What follows belongs to an exercise in optimizing a design on an open flow for small area; a production flow would make more cautious choices.
In this exercise RTL edits were held to simulation tests only and were not proved equivalent to the original.
Power is estimated from default activity; no workload was simulated.

$ cat flow/design.v
package cpu_pkg;
    localparam int XLEN       = 64;
    localparam int INST_W     = 32;
    localparam int REG_ADDR_W = 5;
    localparam logic [XLEN-1:0] RESET_PC = '0;
    typedef enum logic [6:0] {
        OPC_OP     = 7'b0110011,
        OPC_OP_IMM = 7'b0010011,
        OPC_LOAD   = 7'b0000011,
        OPC_STORE  = 7'b0100011,
        OPC_BRANCH = 7'b1100011,
        OPC_JAL    = 7'b1101111,
        OPC_JALR   = 7'b1100111,
        OPC_LUI    = 7'b0110111
    } opcode_e;
    typedef enum logic [3:0] {
        ALU_ADD,
        ALU_SUB,
        ALU_AND,
        ALU_OR,
        ALU_XOR,
        ALU_SLT,
        ALU_SLL,
        ALU_SRL
    } alu_op_e;
    typedef enum logic [1:0] {
        WB_ALU,
        WB_IMM,
        WB_PC4,
        WB_MEM
    } wb_sel_e;
    typedef enum logic [1:0] {
        FWD_REG,
        FWD_EX_MEM,
        FWD_WB
    } fwd_sel_e;
    typedef struct packed {
        logic        reg_write;
        logic        mem_read;
        logic        mem_write;
        logic        branch;
        logic        jal;
        logic        jalr;
        logic        alu_src_imm;
        alu_op_e     alu_op;
        wb_sel_e     wb_sel;
        logic [2:0]  funct3;    
    } ctrl_t;
    typedef struct packed {
        logic                  valid;
        ctrl_t                 ctrl;
        logic [XLEN-1:0]       pc;
        logic [REG_ADDR_W-1:0] rs1;
        logic [REG_ADDR_W-1:0] rs2;
        logic [REG_ADDR_W-1:0] rd;
        logic [XLEN-1:0]       rs1_data;
        logic [XLEN-1:0]       rs2_data;
        logic [XLEN-1:0]       imm;
    } id_ex_t;
    typedef struct packed {
        logic                  valid;
        logic                  reg_write;
        logic                  mem_read;
        logic                  mem_write;
        wb_sel_e               wb_sel;
        logic [REG_ADDR_W-1:0] rd;
        logic [XLEN-1:0]       result;      
        logic [XLEN-1:0]       store_data;
        logic [XLEN-1:0]       pc;
        logic [XLEN-1:0]       imm;
    } ex_mem_t;
    typedef struct packed {
        logic                  valid;
        logic                  reg_write;
        wb_sel_e               wb_sel;
        logic [REG_ADDR_W-1:0] rd;
        logic [XLEN-1:0]       result;
        logic [XLEN-1:0]       load_data;
        logic [XLEN-1:0]       pc;
        logic [XLEN-1:0]       imm;
    } mem_wb_t;
endpackage
`timescale 1ns/10ps
module fetch_stage (
    input  logic                        clk,
    input  logic                        rst_n,
    input  logic                        stall,
    input  logic                        redirect,
    input  logic [cpu_pkg::XLEN-1:0]    redirect_pc,
    input  logic [cpu_pkg::INST_W-1:0]  inst,
    output logic [cpu_pkg::XLEN-1:0]    pc_out,
    output logic [cpu_pkg::INST_W-1:0]  if_id_inst,
    output logic [cpu_pkg::XLEN-1:0]    if_id_pc,
    output logic                        if_id_valid
);
    always_ff @(posedge clk) begin
        if (!rst_n) begin
            pc_out <= cpu_pkg::RESET_PC;
        end else if (redirect) begin    
            pc_out <= redirect_pc;
        end else if (!stall) begin
            pc_out <= pc_out + 64'd4;
        end
    end
    always_ff @(posedge clk) begin
        if (!rst_n || redirect) begin
            if_id_valid <= 1'b0;    
        end else if (!stall) begin
            if_id_valid <= 1'b1;
            if_id_inst  <= inst;
            if_id_pc    <= pc_out;
        end
    end
endmodule
`timescale 1ns/10ps
module decode_stage (
    input  logic                            clk,
    input  logic                            rst_n,
    input  logic                            stall,
    input  logic                            redirect,
    input  logic [cpu_pkg::INST_W-1:0]      if_id_inst,
    input  logic [cpu_pkg::XLEN-1:0]        if_id_pc,
    input  logic                            if_id_valid,
    input  logic [cpu_pkg::XLEN-1:0]        rs1_data,
    input  logic [cpu_pkg::XLEN-1:0]        rs2_data,
    output logic [cpu_pkg::REG_ADDR_W-1:0]  rs1_addr,
    output logic [cpu_pkg::REG_ADDR_W-1:0]  rs2_addr,
    output cpu_pkg::id_ex_t                 id_ex
);
    logic [6:0]        opcode;
    logic [2:0]        funct3;
    logic [6:0]        funct7;
    logic              is_op;
    logic              alu_ok;
    cpu_pkg::alu_op_e  alu_op;
    cpu_pkg::ctrl_t    ctrl;
    cpu_pkg::id_ex_t   id_ex_d;
    logic [cpu_pkg::XLEN-1:0] imm;
    assign opcode   = if_id_inst[6:0];
    assign funct3   = if_id_inst[14:12];
    assign funct7   = if_id_inst[31:25];
    assign rs1_addr = if_id_inst[19:15];
    assign rs2_addr = if_id_inst[24:20];
    assign is_op    = (opcode == cpu_pkg::OPC_OP);
    always_comb begin
        alu_ok = 1'b1;
        alu_op = cpu_pkg::ALU_ADD;
        case (funct3)
            3'b000: alu_op = (is_op && funct7[5]) ? cpu_pkg::ALU_SUB : cpu_pkg::ALU_ADD;
            3'b111: alu_op = cpu_pkg::ALU_AND;
            3'b110: alu_op = cpu_pkg::ALU_OR;
            3'b100: alu_op = cpu_pkg::ALU_XOR;
            3'b010: alu_op = cpu_pkg::ALU_SLT;
            3'b001: alu_op = cpu_pkg::ALU_SLL;
            3'b101: alu_op = cpu_pkg::ALU_SRL;
            default: alu_ok = 1'b0;
        endcase
        if (!is_op && (funct3 == 3'b010 || funct3 == 3'b001 || funct3 == 3'b101)) begin
            alu_ok = 1'b0;
        end
        if (is_op && funct7 != 7'b0 && !(funct3 == 3'b000 && funct7 == 7'b0100000)) begin
            alu_ok = 1'b0;
        end
    end
    always_comb begin
        ctrl        = '0;    
        ctrl.funct3 = funct3;
        case (opcode)
            cpu_pkg::OPC_OP: begin
                ctrl.reg_write = alu_ok;
                ctrl.alu_op    = alu_op;
            end
            cpu_pkg::OPC_OP_IMM: begin
                ctrl.reg_write   = alu_ok;
                ctrl.alu_src_imm = 1'b1;
                ctrl.alu_op      = alu_op;
            end
            cpu_pkg::OPC_LOAD: begin
                ctrl.reg_write   = (funct3 == 3'b011);    
                ctrl.mem_read    = (funct3 == 3'b011);
                ctrl.alu_src_imm = 1'b1;
                ctrl.wb_sel      = cpu_pkg::WB_MEM;
            end
            cpu_pkg::OPC_STORE: begin
                ctrl.mem_write   = (funct3 == 3'b011);    
                ctrl.alu_src_imm = 1'b1;
            end
            cpu_pkg::OPC_BRANCH: ctrl.branch = (funct3 == 3'b000 || funct3 == 3'b001 ||
                                                 funct3 == 3'b100 || funct3 == 3'b101);
            cpu_pkg::OPC_JAL: begin
                ctrl.reg_write = 1'b1;
                ctrl.jal       = 1'b1;
                ctrl.wb_sel    = cpu_pkg::WB_PC4;
            end
            cpu_pkg::OPC_JALR: begin
                ctrl.reg_write = (funct3 == 3'b000);
                ctrl.jalr      = (funct3 == 3'b000);
                ctrl.wb_sel    = cpu_pkg::WB_PC4;
            end
            cpu_pkg::OPC_LUI: begin
                ctrl.reg_write = 1'b1;
                ctrl.wb_sel    = cpu_pkg::WB_IMM;
            end
            default: ;
        endcase
    end
    always_comb begin
        case (opcode)
            cpu_pkg::OPC_STORE:  imm = {{52{if_id_inst[31]}}, if_id_inst[31:25], if_id_inst[11:7]};
            cpu_pkg::OPC_BRANCH: imm = {{51{if_id_inst[31]}}, if_id_inst[31], if_id_inst[7],
                                        if_id_inst[30:25], if_id_inst[11:8], 1'b0};
            cpu_pkg::OPC_JAL:    imm = {{43{if_id_inst[31]}}, if_id_inst[31], if_id_inst[19:12],
                                        if_id_inst[20], if_id_inst[30:21], 1'b0};
            cpu_pkg::OPC_LUI:    imm = {{32{if_id_inst[31]}}, if_id_inst[31:12], 12'b0};
            default:             imm = {{52{if_id_inst[31]}}, if_id_inst[31:20]};
        endcase
    end
    always_comb begin
        id_ex_d.valid    = if_id_valid && !stall && !redirect;    
        id_ex_d.ctrl     = ctrl;
        id_ex_d.pc       = if_id_pc;
        id_ex_d.rs1      = rs1_addr;
        id_ex_d.rs2      = rs2_addr;
        id_ex_d.rd       = if_id_inst[11:7];
        id_ex_d.rs1_data = rs1_data;
        id_ex_d.rs2_data = rs2_data;
        id_ex_d.imm      = imm;
    end
    always_ff @(posedge clk) begin
        if (!rst_n) begin
            id_ex.valid <= 1'b0;
        end else begin
            id_ex <= id_ex_d;
        end
    end
endmodule
`timescale 1ns/10ps
module reg_file (
    input  logic                            clk,
    input  logic                            rst_n,
    input  logic                            we,
    input  logic [cpu_pkg::REG_ADDR_W-1:0]  waddr,
    input  logic [cpu_pkg::XLEN-1:0]        wdata,
    input  logic [cpu_pkg::REG_ADDR_W-1:0]  raddr1,
    input  logic [cpu_pkg::REG_ADDR_W-1:0]  raddr2,
    input  logic [cpu_pkg::REG_ADDR_W-1:0]  debug_reg_addr,
    output logic [cpu_pkg::XLEN-1:0]        rdata1,
    output logic [cpu_pkg::XLEN-1:0]        rdata2,
    output logic [cpu_pkg::XLEN-1:0]        debug_reg_data
);
    logic [cpu_pkg::XLEN-1:0] regs [32];
    logic                     wr_en;
    assign wr_en = we && (waddr != '0);    
    always_ff @(posedge clk) begin
        if (!rst_n) begin
            for (int i = 0; i < 32; i++) begin
                regs[i] <= '0;
            end
        end else if (wr_en) begin
            regs[waddr] <= wdata;
        end
    end
    assign rdata1         = (wr_en && waddr == raddr1) ? wdata : regs[raddr1];
    assign rdata2         = (wr_en && waddr == raddr2) ? wdata : regs[raddr2];
    assign debug_reg_data = regs[debug_reg_addr];
endmodule
`timescale 1ns/10ps
module hazard_unit (
    input  logic [cpu_pkg::REG_ADDR_W-1:0]  id_ex_rs1,
    input  logic [cpu_pkg::REG_ADDR_W-1:0]  id_ex_rs2,
    input  logic                            id_ex_mem_read,
    input  logic [cpu_pkg::REG_ADDR_W-1:0]  id_ex_rd,
    input  logic [cpu_pkg::REG_ADDR_W-1:0]  if_id_rs1,
    input  logic [cpu_pkg::REG_ADDR_W-1:0]  if_id_rs2,
    input  logic                            ex_mem_reg_write,
    input  logic [cpu_pkg::REG_ADDR_W-1:0]  ex_mem_rd,
    input  logic                            mem_wb_reg_write,
    input  logic [cpu_pkg::REG_ADDR_W-1:0]  mem_wb_rd,
    output cpu_pkg::fwd_sel_e               fwd_a,
    output cpu_pkg::fwd_sel_e               fwd_b,
    output logic                            stall
);
    logic ex_fwd_ok;
    logic wb_fwd_ok;
    assign ex_fwd_ok = ex_mem_reg_write && (ex_mem_rd != '0);
    assign wb_fwd_ok = mem_wb_reg_write && (mem_wb_rd != '0);
    assign fwd_a = (ex_fwd_ok && ex_mem_rd == id_ex_rs1) ? cpu_pkg::FWD_EX_MEM :
                   (wb_fwd_ok && mem_wb_rd == id_ex_rs1) ? cpu_pkg::FWD_WB : cpu_pkg::FWD_REG;
    assign fwd_b = (ex_fwd_ok && ex_mem_rd == id_ex_rs2) ? cpu_pkg::FWD_EX_MEM :
                   (wb_fwd_ok && mem_wb_rd == id_ex_rs2) ? cpu_pkg::FWD_WB : cpu_pkg::FWD_REG;
    assign stall = id_ex_mem_read && (id_ex_rd != '0) &&
                   (id_ex_rd == if_id_rs1 || id_ex_rd == if_id_rs2);    
endmodule
`timescale 1ns/10ps
module execute_stage (
    input  logic                        clk,
    input  logic                        rst_n,
    input  cpu_pkg::id_ex_t             id_ex,
    input  cpu_pkg::fwd_sel_e           fwd_a,
    input  cpu_pkg::fwd_sel_e           fwd_b,
    input  logic [cpu_pkg::XLEN-1:0]    wb_data,
    output logic                        redirect,
    output logic [cpu_pkg::XLEN-1:0]    redirect_pc,
    output cpu_pkg::ex_mem_t            ex_mem
);
    logic [cpu_pkg::XLEN-1:0] op_a;
    logic [cpu_pkg::XLEN-1:0] rs2_fwd;
    logic [cpu_pkg::XLEN-1:0] op_b;
    logic [cpu_pkg::XLEN-1:0] alu_res;
    logic [cpu_pkg::XLEN-1:0] result;
    logic                     cond;
    cpu_pkg::ex_mem_t         ex_mem_d;
    always_comb begin
        case (fwd_a)
            cpu_pkg::FWD_EX_MEM: op_a = ex_mem.result;
            cpu_pkg::FWD_WB:     op_a = wb_data;
            default:             op_a = id_ex.rs1_data;
        endcase
        case (fwd_b)
            cpu_pkg::FWD_EX_MEM: rs2_fwd = ex_mem.result;
            cpu_pkg::FWD_WB:     rs2_fwd = wb_data;
            default:             rs2_fwd = id_ex.rs2_data;
        endcase
    end
    assign op_b = id_ex.ctrl.alu_src_imm ? id_ex.imm : rs2_fwd;
    always_comb begin
        case (id_ex.ctrl.alu_op)
            cpu_pkg::ALU_SUB: alu_res = op_a - op_b;
            cpu_pkg::ALU_AND: alu_res = op_a & op_b;
            cpu_pkg::ALU_OR:  alu_res = op_a | op_b;
            cpu_pkg::ALU_XOR: alu_res = op_a ^ op_b;
            cpu_pkg::ALU_SLT: alu_res = {63'b0, $signed(op_a) < $signed(op_b)};
            cpu_pkg::ALU_SLL: alu_res = op_a << op_b[5:0];
            cpu_pkg::ALU_SRL: alu_res = op_a >> op_b[5:0];
            default:          alu_res = op_a + op_b;
        endcase
    end
    always_comb begin
        case (id_ex.ctrl.funct3)
            3'b000:  cond = (op_a == rs2_fwd);
            3'b001:  cond = (op_a != rs2_fwd);
            3'b100:  cond = ($signed(op_a) < $signed(rs2_fwd));
            3'b101:  cond = ($signed(op_a) >= $signed(rs2_fwd));
            default: cond = 1'b0;
        endcase
    end
    assign redirect    = id_ex.valid &&
                         (id_ex.ctrl.jal || id_ex.ctrl.jalr || (id_ex.ctrl.branch && cond));
    assign redirect_pc = id_ex.ctrl.jalr ? ((op_a + id_ex.imm) & ~64'd1) : (id_ex.pc + id_ex.imm);
    always_comb begin
        case (id_ex.ctrl.wb_sel)
            cpu_pkg::WB_IMM: result = id_ex.imm;
            cpu_pkg::WB_PC4: result = id_ex.pc + 64'd4;
            default:         result = alu_res;
        endcase
    end
    always_comb begin
        ex_mem_d.valid      = id_ex.valid;
        ex_mem_d.reg_write  = id_ex.ctrl.reg_write;
        ex_mem_d.mem_read   = id_ex.ctrl.mem_read;
        ex_mem_d.mem_write  = id_ex.ctrl.mem_write;
        ex_mem_d.wb_sel     = id_ex.ctrl.wb_sel;
        ex_mem_d.rd         = id_ex.rd;
        ex_mem_d.result     = result;
        ex_mem_d.store_data = rs2_fwd;
        ex_mem_d.pc         = id_ex.pc;
        ex_mem_d.imm        = id_ex.imm;
    end
    always_ff @(posedge clk) begin
        if (!rst_n) begin
            ex_mem.valid <= 1'b0;
        end else begin
            ex_mem <= ex_mem_d;
        end
    end
endmodule
`timescale 1ns/10ps
module writeback_stage (
    input  logic                            clk,
    input  logic                            rst_n,
    input  cpu_pkg::ex_mem_t                ex_mem,
    input  logic [cpu_pkg::XLEN-1:0]        data_in,
    output logic                            reg_we,
    output logic [cpu_pkg::REG_ADDR_W-1:0]  reg_waddr,
    output logic [cpu_pkg::XLEN-1:0]        wb_data
);
    cpu_pkg::mem_wb_t mem_wb;
    always_ff @(posedge clk) begin
        if (!rst_n) begin
            mem_wb.valid <= 1'b0;
        end else begin
            mem_wb.valid     <= ex_mem.valid;
            mem_wb.reg_write <= ex_mem.reg_write;
            mem_wb.wb_sel    <= ex_mem.wb_sel;
            mem_wb.rd        <= ex_mem.rd;
            mem_wb.result    <= ex_mem.result;
            mem_wb.pc        <= ex_mem.pc;
            mem_wb.imm       <= ex_mem.imm;
            if (ex_mem.valid && ex_mem.mem_read) begin
                mem_wb.load_data <= data_in;    
            end
        end
    end
    assign reg_we    = mem_wb.valid & mem_wb.reg_write;
    assign reg_waddr = mem_wb.rd;
    always_comb begin
        case (mem_wb.wb_sel)
            cpu_pkg::WB_IMM: wb_data = mem_wb.imm;
            cpu_pkg::WB_PC4: wb_data = mem_wb.pc + 64'd4;
            cpu_pkg::WB_MEM: wb_data = mem_wb.load_data;
            default:         wb_data = mem_wb.result;
        endcase
    end
endmodule
`timescale 1ns/10ps
module scpu (
    input  logic                            clk,
    input  logic                            rst_n,
    input  logic [cpu_pkg::INST_W-1:0]      inst,
    input  logic [cpu_pkg::XLEN-1:0]        data_in,
    input  logic [cpu_pkg::REG_ADDR_W-1:0]  debug_reg_addr,
    output logic [cpu_pkg::XLEN-1:0]        pc_out,
    output logic [cpu_pkg::XLEN-1:0]        addr_out,
    output logic [cpu_pkg::XLEN-1:0]        data_out,
    output logic                            mem_write,
    output logic [cpu_pkg::XLEN-1:0]        debug_reg_data
);
    logic                            stall;
    logic                            redirect;
    logic [cpu_pkg::XLEN-1:0]        redirect_pc;
    logic [cpu_pkg::INST_W-1:0]      if_id_inst;
    logic [cpu_pkg::XLEN-1:0]        if_id_pc;
    logic                            if_id_valid;
    logic [cpu_pkg::REG_ADDR_W-1:0]  rs1_addr;
    logic [cpu_pkg::REG_ADDR_W-1:0]  rs2_addr;
    logic [cpu_pkg::XLEN-1:0]        rs1_data;
    logic [cpu_pkg::XLEN-1:0]        rs2_data;
    cpu_pkg::id_ex_t                 id_ex;
    cpu_pkg::ex_mem_t                ex_mem;
    cpu_pkg::fwd_sel_e               fwd_a;
    cpu_pkg::fwd_sel_e               fwd_b;
    logic                            reg_we;
    logic [cpu_pkg::REG_ADDR_W-1:0]  reg_waddr;
    logic [cpu_pkg::XLEN-1:0]        wb_data;
    fetch_stage i_fetch (
        .clk         (clk),
        .rst_n       (rst_n),
        .stall       (stall),
        .redirect    (redirect),
        .redirect_pc (redirect_pc),
        .inst        (inst),
        .pc_out      (pc_out),
        .if_id_inst  (if_id_inst),
        .if_id_pc    (if_id_pc),
        .if_id_valid (if_id_valid)
    );
    decode_stage i_decode (
        .clk         (clk),
        .rst_n       (rst_n),
        .stall       (stall),
        .redirect    (redirect),
        .if_id_inst  (if_id_inst),
        .if_id_pc    (if_id_pc),
        .if_id_valid (if_id_valid),
        .rs1_data    (rs1_data),
        .rs2_data    (rs2_data),
        .rs1_addr    (rs1_addr),
        .rs2_addr    (rs2_addr),
        .id_ex       (id_ex)
    );
    reg_file i_reg_file (
        .clk            (clk),
        .rst_n          (rst_n),
        .we             (reg_we),
        .waddr          (reg_waddr),
        .wdata          (wb_data),
        .raddr1         (rs1_addr),
        .raddr2         (rs2_addr),
        .debug_reg_addr (debug_reg_addr),
        .rdata1         (rs1_data),
        .rdata2         (rs2_data),
        .debug_reg_data (debug_reg_data)
    );
    hazard_unit i_hazard (
        .id_ex_rs1        (id_ex.rs1),
        .id_ex_rs2        (id_ex.rs2),
        .id_ex_mem_read   (id_ex.valid & id_ex.ctrl.mem_read),
        .id_ex_rd         (id_ex.rd),
        .if_id_rs1        (rs1_addr),
        .if_id_rs2        (rs2_addr),
        .ex_mem_reg_write (ex_mem.valid & ex_mem.reg_write),
        .ex_mem_rd        (ex_mem.rd),
        .mem_wb_reg_write (reg_we),
        .mem_wb_rd        (reg_waddr),
        .fwd_a            (fwd_a),
        .fwd_b            (fwd_b),
        .stall            (stall)
    );
    execute_stage i_execute (
        .clk         (clk),
        .rst_n       (rst_n),
        .id_ex       (id_ex),
        .fwd_a       (fwd_a),
        .fwd_b       (fwd_b),
        .wb_data     (wb_data),
        .redirect    (redirect),
        .redirect_pc (redirect_pc),
        .ex_mem      (ex_mem)
    );
    writeback_stage i_writeback (
        .clk       (clk),
        .rst_n     (rst_n),
        .ex_mem    (ex_mem),
        .data_in   (data_in),
        .reg_we    (reg_we),
        .reg_waddr (reg_waddr),
        .wb_data   (wb_data)
    );
    assign addr_out  = ex_mem.result;
    assign data_out  = ex_mem.store_data;
    assign mem_write = ex_mem.valid & ex_mem.mem_write;
endmodule
$ cat flow/run.sh
#!/bin/bash
# synth_recipe.tcl (not shown) runs the flow's synth.tcl, then flattens the netlist and writes it again
# the make line also repeats each setting of config.mk as NAME=value (left out here)
make -C /OpenROAD-flow-scripts/flow DESIGN_CONFIG=/design/flow/config.mk WORK_HOME=/design/flow/orfs CLKGATE_MAP_FILE= SYNTH_SCRIPT=/design/flow/synth_recipe.tcl finish
$ cat flow/config.mk
export PLATFORM = sky130hd
export DESIGN_NAME = scpu
export DESIGN_NICKNAME = scpu
export VERILOG_FILES = /design/flow/design.v
export SDC_FILE = /design/flow/constraint.sdc
export NUM_CORES = 4
export LEC_CHECK = 0
export CAP_MARGIN = 20
export CORE_MARGIN = 2
export CORE_UTILIZATION = 40
export SLEW_MARGIN = 20
$ cat flow/constraint.sdc
create_clock -name core_clock -period 11.0 [get_ports {clk}]
set_input_delay 2.2000 -clock core_clock [delete_from_list [all_inputs] [get_ports {clk}]]
set_output_delay 2.2000 -clock core_clock [all_outputs]
set_load 0.01 [all_outputs]
==> run_results.csv <==
group,metric,value,unit
global_route,globalRouteTotalUtil,39.6,%
setup_path,worstPathMaxFanout,35,
sta,hold_viol_final,0,
yosys,post_synth_instance_area,187000,um^2
sta,rsz_0062_raised_after_global_routing,"no",
finish,final_design_area_no_fill,210000,um^2
setup_path,required,11.90,ns
place,place.detailed.hpwl,646000,um
die,core_region_area,467000,um^2
cts,tritoncts,"built",
yosys,ys_seq_elements,2932,
place,place.port_buffers,359,
yosys,post_synth_inst_count,15029,
global_route,globalRoute.totalOverflow,0,
yosys,synth_top_area_share,45.9,%
cts,post_cts.resized_instances,0,
sta,setup_viol,0,
finish,final_util,45.0,%
cts,cts.repair_timing.setup_buffer_count,0,
drt,drc,0,
drt,postRouteWirelength,959000,um
yosys,synth-seq-area-share,46.7,%
die,num_rows,251,
cts,post_cts_hold_buffer_count,0,
sta,layout_min_cycle_time,9.55,ns
drt,route.antenna.remaining_nets,0,
cts,cts.root.buffer_cell,"clkbuf_16",
worst_hold_path,hold_crit_class,"flip-flop to flip-flop",
cts,clk_pin_slew_worst_paths,0.06,ns
drt,routedWlPerCell,44.8,um
yosys,ys_dominant_reg_cell,"edfxtp_1",
sta,setup_tns,0,ns
place,dpl-instance-area,199000,um^2
die,design.die.area,474000,um^2
cts,clock_tree.buffer_depth,4,
drt,drt-pass1-iter-count,9,
die,io_pins,360,
setup_path,setup.worst_path.class,"flip-flop to flip-flop",
sta,tightest_slew,1.30,ns
sta,relSlewSlack,13.0,%
die,die_width,688,um
cts,tritoncts.num_buffers,341,
cts,clkLatencyLatePin,1.08,ns
yosys,asyncSetResetFlopFracSynth,0,%
power_and_ir_drop,leakagePower,75.3,nW
global_route,grt_pass1_vias,142427,
yosys,syn_avg_cell_area,12.5,um^2
setup_path,endpoint_kind,"flip-flop",
die,die_height,688,um
power_and_ir_drop,power_density,161,nW/um^2
yosys,synthTopCellsByCount,"edfxtp_1, nor2_1, mux4_2",
global_route,grt_pass1_wl,1270000,um
sta,finalMaxSlewViolations,0,
power_and_ir_drop,irDropWorstVdd,0.000135,V
cts,clock-sinks,2932,
power_and_ir_drop,power,33.8,mW
setup_path,arrival_time_at_the_worst_endpoint,10.45,ns
yosys,synthMostInstantiatedCell,"edfxtp_1",
drt,avgViaCountPerCell,7.12,
yosys,post_synth_main_area_contributors,"edfxtp_1, mux4_2, nor2_1",
yosys,synth_enable_flop_cells,2864,
finish,area.growth.synth_to_final,12.0,%
finish,num-fill-cells,42343,
status,outcome,"complete, no violations",
sta,post-route-period-util,86.8,%
job,cap_viol_max_count,0,
setup_path,critical_path_launch_point_type,"flip-flop",
drt,routed-via-count,152701,
sta,worst_clock_skew,0.109,ns
place,place.gp.congestion,1.10,
cts,cts-htree-levels,5,
die,start_util,40.1,%
global_route,largest_net_degree_at_the_start_of_global_routing,133,
global_route,antenna_violations_before_repair,100,
sta,timing_limited_maximum_frequency,0.105,GHz
drt,dr.first_iter.drc_count,27393,
yosys,synth.largest_area_cell,"edfxtp_1",
finish,num-nets-final,15369,
yosys,yosysWarnings,5,
yosys,netlist-cell-type-count,107,
finish,drive_gt1_share,23.0,%
-- cells in the final DEF (no fill, tap or decap), types with 113 or more instances in the layout --
master and count:
nor3_1 190, nand2_1 766, clkbuf_16 347, a211oi_1 122
mux2i_1 185, buf_4 540, o21ai_0 594, a21o_1 167
a21oi_1 671, a31oi_1 113, o211ai_1 129, ha_1 386
nand3_1 203, xnor2_1 219, nor2_1 2630, clkdlybuf4s50_1 353
edfxtp_1 2864, mux4_2 1925, inv_1 332, mux2_2 240
-- cell type report --
type	instances	area, um^2	area share (%)
Inverter	343	1300	0.621
Multi-Input combinational cell	10318	93800	44.7
Clock buffer	406	8930	4.26
Tap cell	6198	7750	3.70
Antenna cell	84	210	0.100
Timing Repair Buffer	939	8450	4.03
Clock inverter	214	2020	0.964
Sequential cell	2932	87400	41.6
-- critical path, cell delays in order, from the launching register on --
cell	delay [ns]
edfxtp_1	0.61
buf_4	0.34
nor2b_4	0.78
nand2_1	0.11
o21ai_1	0.49
or2_2	0.88
nor2_1	0.07
a21oi_1	0.18
nor2_1	0.09
a21oi_1	0.89
inv_1	0.17
o21ai_0	0.35
ha_1	0.44
inv_1	0.21
nand2_1	0.10
nor4_1	0.61
o2111ai_1	0.45
a2111oi_2	1.08
nor3b_1	0.29
a21oi_1	0.54
o21ai_0	0.24
xnor2_1	0.17
a211oi_1	0.23
-- routing by layer --
layer | vias to the layer above | share of wire, % | track usage [%]
met4 | 36 | 9.1 | 28.8
met2 | 13903 | 41 | 56.0
met1 | 77480 | 34 | 49.7
met5 | - | 0.024 | 0.194
met3 | 3183 | 15 | 14.9
li1 | 58099 | - | -
-- flip-flops by register name, summed over array words and instances (netlist names) --
signal	cells
i_fetch.if_id_pc	64
i_fetch.if_id_valid	1
i_decode.id_ex	255
i_fetch.if_id_inst	32
i_writeback.mem_wb	233
i_fetch.pc_out	64
i_reg_file.regs	2048
i_execute.ex_mem	235
-- stage by stage --
step	cells	hold slack (ns)	worst slack [ns]
after CTS	21347	0.392	1.87
after global placement	20719	0.400	1.13
after detailed placement	20727	0.405	1.88
after floorplan	15092	0.400	3.46
final	21434	0.386	1.45
after global routing	21375	0.394	1.59
-- kinds of logic after synthesis --
group                    share of synthesized area, %
adder cells (fa/ha/maj)                          2.63
AND/OR/NAND/NOR                                  10.3
multiplexers                                     25.6
buffers and inverters                            4.01
flip-flops                                       46.7
AO/OA/AOI/OAI                                    9.29
XOR/XNOR                                         1.53
other                                         0.00200
-- final timing paths --
check                     startpoint                endpoint  slack (ns)  cells past startpoint
min reg2reg     i_execute.ex_mem[22]  i_writeback.mem_wb[22]        0.39                      0
min             i_execute.ex_mem[22]  i_writeback.mem_wb[22]        0.39                      0
max reg2reg  i_writeback.mem_wb[262]   i_execute.ex_mem[255]        1.45                     22
max          i_writeback.mem_wb[262]   i_execute.ex_mem[255]        1.45                     22
-- power by group --
group          total, mW  switching [mW]  internal, mW
Combinational       8.68            5.78          2.90
Clock               11.6            5.09          6.49
Sequential          13.5           0.646          12.9

afterwards: timing with drivers on the ports:
The results above use ideal ports. As a check the final layout listed here was re-extracted and re-timed, cells and wires unchanged.
Step 1 assumes that a clkbuf_16 drives the clock port and a buf_2 every other input.
Step 2 also shifts input and output timing later by t, the mid clock arrival at the registers, as if the neighbouring blocks saw the same clock.
Slacks: ideal / step 1 / step 2; pairs: ideal / step 1.
t (ns): 1.147
slack for setup (ns): 1.448 / 1.448 / 1.448
hold WS [ns]: 0.386 / 0.386 / 0.386
latest minus earliest clock arrival (ns): 0.119 / 0.119
After both steps this run still meets setup and hold. For this run, drivers alone change the setup slack by 0.000 ns; drivers and shift together by 0.000 ns.
